Background: an optimization exercise with open tools, aiming at small area, a short achievable clock period and few clock cycles per item. Do not read the settings as production practice. In this exercise RTL edits were held to simulation tests only and were not proved equivalent to the original.

== P ==
// idct_block
module idct_block (
    input  logic        CLOCK,
    input  logic        Resetn,
    input  logic        in_valid,
    input  logic [15:0] in_data,
    output logic        in_ready,
    output logic        out_valid,
    output logic [31:0] out_data,
    input  logic        out_ready
);
==> flow/config.mk <==
export PLATFORM = sky130hd
export DESIGN_NAME = idct_block
export DESIGN_NICKNAME = idct_block
export VERILOG_FILES = /design/flow/design.v
export SDC_FILE = /design/flow/constraint.sdc
export NUM_CORES = 4
export LEC_CHECK = 0
export CAP_MARGIN = 20
export CORE_MARGIN = 2
export CORE_UTILIZATION = 62
export CTS_CLUSTER_DIAMETER = 100
export CTS_CLUSTER_SIZE = 24
export PLACE_DENSITY_LB_ADDON = 0.15
export SLEW_MARGIN = 20
==> flow/constraint.sdc <==
create_clock -name core_clock -period 10.0 [get_ports {CLOCK}]
set_input_delay 2.0000 -clock core_clock [delete_from_list [all_inputs] [get_ports {CLOCK}]]
set_output_delay 2.0000 -clock core_clock [all_outputs]
set_load 0.01 [all_outputs]
standard.sh (not shown) runs the stock make flow with config.mk's settings and CLKGATE_MAP_FILE= SYNTH_SCRIPT=/design/flow/synth_recipe.tcl, a recipe that flattens the netlist after the stock synthesis.
==> flow/flow/run.sh <==
#!/bin/bash
set -euo pipefail
W=$(cd "$(dirname "$0")/.." && pwd)
cd "$W"
MARGIN=6.4
{
  cat config.mk
  echo "export SETUP_SLACK_MARGIN = $MARGIN"
  echo "export BUFFER_PORTS_ARGS = -buffer_cell sky130_fd_sc_hd__buf_4"
} > flow_config.mk
sed "s|DESIGN_CONFIG=[^ ]*|DESIGN_CONFIG=$W/flow_config.mk|" standard.sh > flow_standard.sh
bash flow_standard.sh > flow_make.log 2>&1
Testbench counts of P, summed over its fixed seeds: cycles 6,720, blocks 96.
What Q does differently from P at the input level:
Settings: PLACE_DENSITY_LB_ADDON: 0.15 -> 0.1; CORE_UTILIZATION: 62 -> 70.
## What came out
Per the comparison of Q with P, met2 wirelength from detailed routing went up about 18%, sequential share of layout area did not really move, wire length reported by the detailed router climbed 15%, number of buffers other than clock buffers in the final layout increased by 20 relative to the old numbers, setup slack went down.
Taking P as the reference, in Q detailed-placement wirelength estimate grew by 8000 um, share of cell area taken by multi-input logic gates grew by 0.23 points.
A capturing instance or port of the critical path of m2_q[39]$_DFF_P_ is what P shows, while sr[908]$_DFF_P_ belongs to Q.

== job 5831 ==
idct_block, a different RTL version from the one above (not shown whole).
Size in the first run: about 10000 cells after synthesis, roughly 54 I/O pins, about 120000 µm² of cells after synthesis.
==> flow/config.mk <==
export PLATFORM = sky130hd
export DESIGN_NAME = idct_block
export DESIGN_NICKNAME = idct_block
export VERILOG_FILES = /design/flow/design.v
export SDC_FILE = /design/flow/constraint.sdc
export NUM_CORES = 4
export LEC_CHECK = 0
export CAP_MARGIN = 20
export CORE_MARGIN = 2
export CORE_UTILIZATION = 40
export PLACE_DENSITY_LB_ADDON = 0.2
export SETUP_SLACK_MARGIN = 5
export SLEW_MARGIN = 20
==> flow/constraint.sdc <==
create_clock -name core_clock -period 10.0 [get_ports {CLOCK}]
set_input_delay 2.0000 -clock core_clock [delete_from_list [all_inputs] [get_ports {CLOCK}]]
set_output_delay 2.0000 -clock core_clock [all_outputs]
set_load 0.01 [all_outputs]
run.sh (not shown) runs the stock make flow with config.mk's settings and CLKGATE_MAP_FILE= SYNTH_SCRIPT=/design/flow/synth_recipe.tcl, a recipe that flattens the netlist after the stock synthesis.
Stock flow here: none of the scripts above is used.
Testbench counts of job 5831, summed over its fixed seeds: cycles 6,768, blocks 96.
Edits applied to the flow inputs when going from job 5831 to job 8938:
Settings: swapping 40 for 55 in CORE_UTILIZATION; clearing SETUP_SLACK_MARGIN, which used to be 5.
==> flow/flow/run.sh (new file) <==
#!/bin/bash
set -euo pipefail
W=$(cd "$(dirname "$0")/.." && pwd)
cd "$W"
MARGIN=6.5
{ cat config.mk; echo "export SETUP_SLACK_MARGIN = $MARGIN"; } > flow_config.mk
sed "s|DESIGN_CONFIG=[^ ]*|DESIGN_CONFIG=$W/flow_config.mk|" standard.sh > flow_standard.sh
bash flow_standard.sh > flow_make.log 2>&1
==> flow/standard.sh (new file) <==
#!/bin/bash
# synth_recipe.tcl (not shown) runs the flow's synth.tcl, then flattens the netlist and writes it again
# the make line also repeats each setting of config.mk as NAME=value (left out here)
make -C /OpenROAD-flow-scripts/flow DESIGN_CONFIG=/design/flow/config.mk WORK_HOME=/design/flow/orfs CLKGATE_MAP_FILE= SYNTH_SCRIPT=/design/flow/synth_recipe.tcl "${@:-finish}"
removed: flow/run.sh
==> run notes <==
Against job 5831, job 8938 reports a design area that is higher. On met3 capacity usage during global routing: job 8938 sits above job 5831. Compared job 8938 vs job 5831, and worst endpoint required time is up in job 8938.

## separate check: timing with driven ports
The results above use ideal ports. As a check the final layouts listed here were re-extracted and re-timed, cells and wires unchanged.
Step 1 sets driving cells, clkbuf_16 on the clock port and buf_2 on the other inputs (assumed; they add their load-dependent delay and slew).
Step 2 also shifts input and output timing later by t, the mid clock arrival at the registers, as if the neighbouring blocks saw the same clock.
Three values: no drivers, after step 1, after step 2; two values: the first two.
run | shift t [ns] | slack for setup (ns) | worst setup path after step 2 | clock arrival spread, ns | cell pins on the clock port's net
P | 0.948 | 6.304 / 6.304 / 5.690 | input to register | 0.054 / 0.054 | 1
Q | 0.952 | 6.150 / 6.150 / 5.624 | input to register | 0.087 / 0.087 | 1
job 5831 | 0.989 | 5.236 / 5.236 / 5.236 | register to register | 0.107 / 0.107 | 1
job 8938 | 1.013 | 5.941 / 5.941 / 5.941 | register to register | 0.118 / 0.118 | 1
After both steps every run listed still meets setup and hold. For P, which loses most, drivers alone change the setup slack by 0.000 ns; drivers and shift together by -0.614 ns.
